From an optimization exercise on the open Yosys and OpenROAD flow, aimed at small area; shortcuts taken in it are not production practice.
Function was checked by simulation only, so behaviour that the tests miss may differ from the original.
Power is estimated from default activity; no workload was simulated.

[flow/config.mk]
export PLATFORM = sky130hd
export DESIGN_NAME = pong_top
export DESIGN_NICKNAME = pong_top
export VERILOG_FILES = /design/flow/design.v
export SDC_FILE = /design/flow/constraint.sdc
export NUM_CORES = 4
export LEC_CHECK = 0
export CAP_MARGIN = 20
export CORE_MARGIN = 2
export CORE_UTILIZATION = 40
export SLEW_MARGIN = 20
[flow/constraint.sdc]
create_clock -name core_clock -period 20.0 [get_ports {clk}]
set_input_delay 4.0000 -clock core_clock [delete_from_list [all_inputs] [get_ports {clk}]]
set_output_delay 4.0000 -clock core_clock [all_outputs]
set_load 0.01 [all_outputs]
[flow/design.v]
package pong_pkg;
	typedef logic [10:0] coord_t;
	typedef logic [6:0] score_t;
	typedef struct packed
	{
		logic r;
		logic g;
		logic b;
	} rgb_t;
	typedef enum logic [1:0]
	{
		UP_RIGHT   = 2'd0,
		UP_LEFT    = 2'd1,
		DOWN_LEFT  = 2'd2,
		DOWN_RIGHT = 2'd3
	} dir_t;
	typedef struct packed
	{
		coord_t ball_row;
		coord_t ball_col;
		coord_t pad_col;
		logic   boost;
	} snapshot_t;
endpackage
`timescale 1ns/1ps
module pong_top
(
	input  logic   clk,
	input  logic   rst,
	input  logic   left,
	input  logic   right,
	input  logic   boost,
	input  logic [2:0] bg,
	output logic [2:0] rgb,
	output logic   hsync,
	output logic   vsync,
	output logic [6:0] score
);
	function automatic logic [11:0] add12(input logic [11:0] a, input logic [11:0] b, input logic ci);
		logic c;
		c = ci;
		for (int i = 0; i < 12; i++)
		begin
			add12[i] = a[i] ^ b[i] ^ c;
			c = (a[i] & b[i]) | (c & (a[i] ^ b[i]));
		end
	endfunction
	function automatic logic [11:0] inc12(input logic [11:0] a, input logic ci);
		logic c;
		c = ci;
		for (int i = 0; i < 12; i++)
		begin
			inc12[i] = a[i] ^ c;
			c = a[i] & c;
		end
	endfunction
	logic [10:0] hc;
	logic [9:0]  vc;
	logic        h_end, v_end;
	assign h_end = hc[10] & (&hc[3:0]);
	assign v_end = vc[9] & vc[7] & vc[4] & vc[3] & vc[0];
	always_ff @(posedge clk, posedge rst)
	begin
		if (rst)
		begin
			hc <= 11'd1039;
			vc <= 10'd665;
		end
		else if (h_end)
		begin
			hc <= '0;
			vc <= v_end ? 10'd0 : 10'(inc12({2'b0, vc}, 1'b1));
		end
		else
			hc <= 11'(inc12({1'b0, hc}, 1'b1));
	end
	assign hsync = !((hc >= 11'd919) && (hc < 11'd1039));
	assign vsync = !((vc >= 10'd659) && (vc < 10'd665));
	logic [4:0] cl;
	logic [3:0] ch;
	logic [3:0] k;
	logic       tick, lo_wrap;
	logic [8:0] brow;
	logic [9:0] bcol, pcol;
	logic       up, rt;    
	logic       boost_s;   
	always_comb
	begin
		case (score[4:0])
			5'd0: k = 4'd10;
			5'd1: k = 4'd10;
			5'd2: k = 4'd10;
			5'd3: k = 4'd9;
			5'd4: k = 4'd9;
			5'd5: k = 4'd9;
			5'd6: k = 4'd8;
			5'd7: k = 4'd8;
			5'd8: k = 4'd8;
			5'd9: k = 4'd7;
			5'd10: k = 4'd7;
			5'd11: k = 4'd7;
			5'd12: k = 4'd6;
			5'd13: k = 4'd6;
			5'd14: k = 4'd6;
			5'd15: k = 4'd5;
			5'd16: k = 4'd5;
			5'd17: k = 4'd5;
			5'd18: k = 4'd4;
			5'd19: k = 4'd4;
			5'd20: k = 4'd4;
			5'd21: k = 4'd3;
			5'd22: k = 4'd3;
			5'd23: k = 4'd3;
			5'd24: k = 4'd2;
			5'd25: k = 4'd2;
			5'd26: k = 4'd2;
			5'd27: k = 4'd1;
			5'd28: k = 4'd1;
			5'd29: k = 4'd1;
			5'd30: k = 4'd0;
			5'd31: k = 4'd0;
		endcase
		if (score >= 7'd30)
			k = 4'd0;
	end
	assign tick    = (ch == k) && (cl == ((k == 4'd0) ? 5'd7 : 5'd0));
	assign lo_wrap = (cl == 5'd19);
	always_ff @(posedge clk, posedge rst)
	begin
		if (rst)
		begin
			cl <= '0;
			ch <= '0;
		end
		else
		begin
			cl <= lo_wrap ? 5'd0 : 5'(inc12({7'b0, cl}, 1'b1)) & {5{!tick}};
			ch <= 4'(inc12({8'b0, ch}, lo_wrap)) & {4{!tick}};
		end
	end
	logic        miss, hit, up_n, rt_n, s5, en_p, en_b, inc_s;
	logic [11:0] cd;
	assign cd  = add12({2'b0, bcol}, ~{2'b0, pcol}, 1'b1);
	assign hit = $signed(cd) >= -12'sd60 && $signed(cd) <= 12'sd60;
	always_comb
	begin
		up_n = up;
		rt_n = rt;
		miss = 1'b0;
		inc_s = 1'b0;
		if (brow <= 9'd126)
			up_n = 1'b0;
		else if (bcol <= 10'd63)
			rt_n = 1'b1;
		else if (bcol >= 10'd843)
			rt_n = 1'b0;
		else if (brow >= 9'd502)
		begin
			if (hit)
			begin
				up_n  = 1'b1;
				inc_s = 1'b1;
			end
			else
				miss = 1'b1;
		end
	end
	assign en_p = tick && (left ? (pcol > 10'd103) : (right && (pcol < 10'd803)));
	assign en_b = tick && !miss;
	assign s5   = up_n && boost;
	always_ff @(posedge clk, posedge rst)
	begin
		if (rst)
		begin
			brow  <= 9'd134;
			bcol  <= 10'd453;
			pcol  <= 10'd453;
			up    <= 1'b0;
			rt    <= 1'b1;
			score <= '0;
		end
		else
		begin
			pcol <= 10'(add12({2'b0, pcol}, {{7{en_p && left}}, en_p && !left, en_p && left, en_p}, 1'b0));
			brow <= (tick && miss) ? 9'd134
				: 9'(add12({3'b0, brow}, {{7{en_b && up_n}}, en_b && up_n && !boost, en_b && up_n, en_b}, 1'b0));
			bcol <= 10'(add12({2'b0, bcol}, {{8{en_b && !rt_n}}, en_b && !(rt_n ^ s5), en_b && !rt_n, en_b}, 1'b0));
			score <= (tick && miss) ? 7'd0
				: 7'(inc12({5'b0, score}, tick && inc_s && (score != 7'd99)));
			if (tick)
			begin
				up <= up_n;
				rt <= rt_n;
			end
		end
	end
	logic boost_s_n;
	assign boost_s_n = (cl == 5'd0) && (ch == 4'd0) ? (boost && up) : boost_s;
	always_ff @(posedge clk)
		boost_s <= boost_s_n;
	logic [8:0] s_brow;
	logic [9:0] s_bcol, s_pcol;
	logic       s_boost;
	logic       swap, started;
	assign swap = ((hc == 11'd1037) && (vc == 10'd623)) || !started;
	always_ff @(posedge clk, posedge rst)
	begin
		if (rst)
			started <= 1'b0;
		else
			started <= 1'b1;
	end
	always_ff @(posedge clk)
	begin
		if (swap)
		begin
			s_brow  <= brow;
			s_bcol  <= bcol;
			s_pcol  <= pcol;
			s_boost <= boost_s_n;
		end
	end
	logic [11:0] eb, ep;
	logic [10:0] fr;
	logic        b_cols, p_cols, f_rows, ball, in_field;
	logic [6:0]  lo, hi;
	logic [2:0]  colour;
	assign eb = add12({1'b0, hc}, ~{2'b0, s_bcol}, 1'b1);   
	assign ep = add12({1'b0, hc}, ~{2'b0, s_pcol}, 1'b1);   
	assign fr = 11'(add12({2'b0, vc}, ~{3'b0, s_brow}, 1'b1));   
	assign b_cols = !eb[11] && (eb[10:0] <= 11'd100);
	assign p_cols = !ep[11] && (ep[10:0] <= 11'd100);
	assign f_rows = !fr[10] && (fr[9:0] <= 10'd18);
	always_comb
	begin
		case (fr[4:0])
			5'd0, 5'd18:  begin lo = 7'd46; hi = 7'd54; end
			5'd1, 5'd17:  begin lo = 7'd45; hi = 7'd55; end
			5'd2, 5'd3, 5'd15, 5'd16:
			              begin lo = 7'd43; hi = 7'd57; end
			5'd4, 5'd14:  begin lo = 7'd42; hi = 7'd58; end
			default:      begin lo = 7'd41; hi = 7'd59; end
		endcase
	end
	assign ball     = f_rows && b_cols && (eb[6:0] >= lo) && (eb[6:0] <= hi);
	assign in_field = (hc >= 11'd103) && (hc <= 11'd903) && (vc >= 10'd23) && (vc <= 10'd623);
	always_comb
	begin
		if (ball)
			colour = s_boost ? 3'b110 : 3'b100;
		else if (p_cols && (vc >= 10'd513) && (vc <= 10'd533))
			colour = 3'b010;
		else if (b_cols && (vc >= 10'd113) && (vc <= 10'd133))
			colour = 3'b001;
		else if (in_field)
			colour = bg;
		else
			colour = 3'b000;
	end
	always_ff @(posedge clk, posedge rst)
	begin
		if (rst)
			rgb <= 3'b000;
		else
			rgb <= colour;
	end
endmodule
[flow/run.sh]
#!/bin/bash
# synth_recipe.tcl (not shown) runs the flow's synth.tcl, then flattens the netlist and writes it again
# the make line also repeats each setting of config.mk as NAME=value (left out here)
make -C /OpenROAD-flow-scripts/flow DESIGN_CONFIG=/design/flow/config.mk WORK_HOME=/design/flow/orfs CLKGATE_MAP_FILE= SYNTH_SCRIPT=/design/flow/synth_recipe.tcl finish
==> flow_metrics.env <==
export IMPL_status="complete, no violations"
export IMPL_layout_drive_gt1_share_pct=10.9
export IMPL_gp_congestion=0.911
export IMPL_crit_path_start_kind="flop"
export IMPL_cts_buffers=9
export IMPL_postCtsSetupRepairBufs=0
export IMPL_cts_buffer_depth=2
export IMPL_tightest_slew_ns=0.930
export IMPL_max_cap_violations=0
export IMPL_h_tree_depth=3
export IMPL_die_area_sq_um=17700
export IMPL_die_w_um=133
export IMPL_hold_viol=0
export IMPL_yosys_warnings=1
export IMPL_slew_headroom_pct=38.0
export IMPL_timing_setup_tns_ns=0
export IMPL_ys_seq_elements=103
export IMPL_grt_first_pass_wirelength_um=21900
export IMPL_period_share_pct=45.5
export IMPL_clock_latency_ns=0.36
export IMPL_finalCriticalPeriod_ns=9.11
export IMPL_synth_seq_area_share_pct=41.4
export IMPL_viasPerCell=5.12
export IMPL_fmax_mhz=110
export IMPL_dp_hpwl_um=9600
export IMPL_n_fill_cell=1512
export IMPL_cpMostUsedCell="fa_1"
export IMPL_drv_slew=0
export IMPL_postPlaceCellArea_sq_um=7070
export IMPL_leakage_nw=3.28
export IMPL_setup_violations=0
export IMPL_synthFlopType="dfrtp_1"
export IMPL_die_h_um=133
export IMPL_arrival_ns=9.33
export IMPL_p_per_area_nw_per_um2=58.3
export IMPL_cts_sinks=103
export IMPL_end_kind="flop"
export IMPL_ctsResizeCount=0
export IMPL_core_sq_um=16400
export IMPL_overflow=0
export IMPL_drt_iter0_drc=173
export IMPL_critical_path_max_stage_delay_ns=0.69
export IMPL_cts_tree="yes"
export IMPL_required_ns=20.22
export IMPL_synthDistinctLibCells=69
export IMPL_grt_pass1_vias=4504
export IMPL_crit_path_top_delay_cell="or4b_2"
export IMPL_synthToLayoutAreaGrowth_pct=10.7
export IMPL_track_usage_pct=15.7
export IMPL_synth_nets=687
export IMPL_dr_total_vias=4169
export IMPL_initial_core_util_pct=40.6
export IMPL_wl_per_cell_um=15.4
export IMPL_grt_max_degree=73
export IMPL_fin_nets=706
export IMPL_hp_class="reg2reg"
export IMPL_finalClockSkew_ns=0.00765
export IMPL_synth_edf_count=30
export IMPL_clkTransAtPathRegs_ns=0.07
export IMPL_max_vdd_ir_drop_uv=43.3
export IMPL_cp_max_fo=5
export IMPL_final_util_pct=44.9
export IMPL_rsz0062_at_grt="no"
export IMPL_drc=0
export IMPL_synth_area_sq_um=6660
export IMPL_io_pins=20
export IMPL_async_flop_share_pct=69.9
export IMPL_ctsHoldBuffers=0
export IMPL_avgSynthCellArea_sq_um=11.7
export IMPL_synthCells=570
export IMPL_drt_pass1_iterations=4
export IMPL_ant_nets=0
export IMPL_cts_root_buffer="clkbuf_16"
export IMPL_numPortBuffers=19
export IMPL_final_area_sq_um=7370
export IMPL_crit_type="reg2reg"
export IMPL_num_antenna_cells=0
export IMPL_routed_wl_um=12600
export IMPL_antenna_found_initial=0
export IMPL_rows=47
## power by group
group | leakage, nW | internal, mW | switching, mW
sequential | 1.18 | 0.220 | 0.00160
clock | 0.152 | 0.0986 | 0.0816
combinational | 1.95 | 0.0111 | 0.0160
## synth_stat cells (3+ instances only)
| library cell | number | area, sq um |
|---|---|---|
| inv_1 | 76 | 285 |
| nand2b_1 | 9 | 56.3 |
| nand2_1 | 30 | 113 |
| a31oi_1 | 4 | 25.0 |
| and3_1 | 6 | 37.5 |
| xnor2_1 | 8 | 70.1 |
| mux2_2 | 4 | 45.0 |
| a22o_1 | 7 | 61.3 |
| xor2_1 | 5 | 43.8 |
| and2_1 | 16 | 100 |
| mux2i_1 | 3 | 30.0 |
| a21oi_1 | 18 | 90.1 |
| nor2_1 | 24 | 90.1 |
| o21ai_0 | 18 | 90.1 |
| nand4b_1 | 4 | 35.0 |
| nor2b_1 | 5 | 31.3 |
| buf_6 | 3 | 33.8 |
| clkbuf_1 | 7 | 26.3 |
| ha_1 | 51 | 638 |
| nor3_1 | 11 | 55.1 |
| a21o_1 | 6 | 45.0 |
| nand3b_1 | 4 | 30.0 |
| dfstp_2 | 24 | 631 |
| a211oi_1 | 9 | 67.6 |
| edfxtp_1 | 30 | 901 |
| dfrtp_1 | 48 | 1200 |
| and2_4 | 8 | 70.1 |
| nand3_1 | 7 | 35.0 |
| nor4_1 | 7 | 43.8 |
| a2111oi_0 | 3 | 26.3 |
| fa_1 | 58 | 1160 |
| nand4_1 | 12 | 75.1 |
## layer usage
layer / vias to the layer above / track usage, % / wire [um]
li1: 2009 / - / -
met1: 2088 / 19.3 / 5550
met2: 55 / 27.3 / 6350
met3: 17 / 3.91 / 449
met4: 0 / 4.84 / 216
met5: - / 0 / 0
## cells by family after synthesis
logic type | Yosys count | share of synthesized area [%]
mux | 7 | 1.13
buf+inv | 89 | 5.45
xor+xnor | 13 | 1.71
compound gates | 86 | 9.01
other cells | 1 | 0.0563
fa+ha+maj | 109 | 27.0
simple gates | 162 | 14.3
flops | 103 | 41.4
## layout by cell type (no fill, tap or decap), drive strengths merged, types with 3 or more instances in the layout
master / Yosys / layout
inv: 76 / 79
fa: 58 / 58
ha: 51 / 51
dfrtp: 48 / 48
nand2: 30 / 30
edfxtp: 30 / 30
nor2: 24 / 24
dfstp: 24 / 24
and2: 24 / 24
clkdlybuf4s50: 0 / 19
o21ai: 18 / 18
a21oi: 18 / 18
nand4: 12 / 12
nor3: 12 / 12
nand2b: 10 / 10
a211oi: 9 / 9
clkbuf: 7 / 9
xnor2: 8 / 8
nor4: 7 / 7
nand3: 7 / 7
a22o: 7 / 7
a21o: 6 / 6
and3: 6 / 6
nor2b: 5 / 5
xor2: 5 / 5
nand3b: 4 / 4
a31oi: 4 / 4
nand4b: 4 / 4
mux2: 4 / 4
a2111oi: 3 / 3
mux2i: 3 / 3
nor3b: 3 / 3
o41ai: 3 / 3
clkinv: 0 / 3
## flip-flops by register name, summed over array words and instances (netlist names)
signal and count:
bcol 10, boost_s 1, brow 9, ch 4, cl 5, hc 11
pcol 10, rgb 3, rt 1, s_bcol 10, s_boost 1, s_brow 9
s_pcol 10, score 7, started 1, up 1, vc 10
## critical path: cells and delay by family, from the launching register on
family	cells	cell delay, ns
xor gates and xnor gates	3	0.40
adders and majority gates	17	6.29
and+or+nand+nor	4	1.08
buffers and inverters	1	0.05
AOI/OAI and AO/OA	2	0.58
DFF	1	0.56
## layout make-up
cell class | count | area (sq um) | share of cell area (%)
Inverter | 76 | 285 | 3.87
Multi-Input combinational cell | 378 | 3550 | 48.1
Timing Repair Buffer | 21 | 205 | 2.78
Clock buffer | 9 | 225 | 3.06
Clock inverter | 7 | 77.6 | 1.05
Tap cell | 220 | 275 | 3.74
Sequential cell | 103 | 2750 | 37.4
## through the flow
stage / setup slack (ns) / hold WS [ns] / instances / power [mW]
CTS: 10.87 / 0.508 / 814 / 0.435
global route: 10.53 / 0.526 / 814 / 0.448
floorplan: 11.35 / 0.427 / 570 / 0.245
detailed placement: 10.89 / 0.489 / 798 / 0.253
finish: 10.89 / 0.509 / 814 / 0.429
global placement: 11.19 / 0.480 / 798 / 0.252
## worst paths after layout
path | endpoint | startpoint | depth (start not counted) | slack, ns
max | bcol[9] | pcol[0] | 27 | 10.89
min | s_brow[6] | brow[6] | 0 | 0.51
max reg2reg | bcol[9] | pcol[0] | 27 | 10.89
min reg2reg | s_brow[6] | brow[6] | 0 | 0.51
max in group asynchronous | cl[4] | rst | 3 | 15.15
min in group asynchronous | hc[9] | rst | 3 | 4.25

==> what the ideal ports hide <==
How much do the figures lean on ideal ports? The routed layout below was timed once more, with nothing changed but the port constraints. Step 1 (the two cells are an assumption about what drives the block):
set clk [get_ports {clk}]
set_driving_cell -lib_cell sky130_fd_sc_hd__clkbuf_16 $clk
set_driving_cell -lib_cell sky130_fd_sc_hd__buf_2 [delete_from_list [all_inputs] $clk]
Step 2, shift: input delay + t, output delay - t, t = (earliest + latest rising clock arrival at the registers) / 2. This alone moves slack from input paths to output paths. Slacks: no drivers / after step 1 / after step 2; pairs: no drivers / after step 1.
shift t [ns]: 0.395
slack for setup (ns): 10.893 / 10.893 / 10.893
hold WS [ns]: 0.509 / 0.509 / 0.509
worst setup path at the end: register to register
slew at the worst register clock pin (ns): 0.07 / 0.07
After both steps setup and hold are still met in this run. The setup slack of this run moves by 0.000 ns with the drivers and by 0.000 ns with both steps.
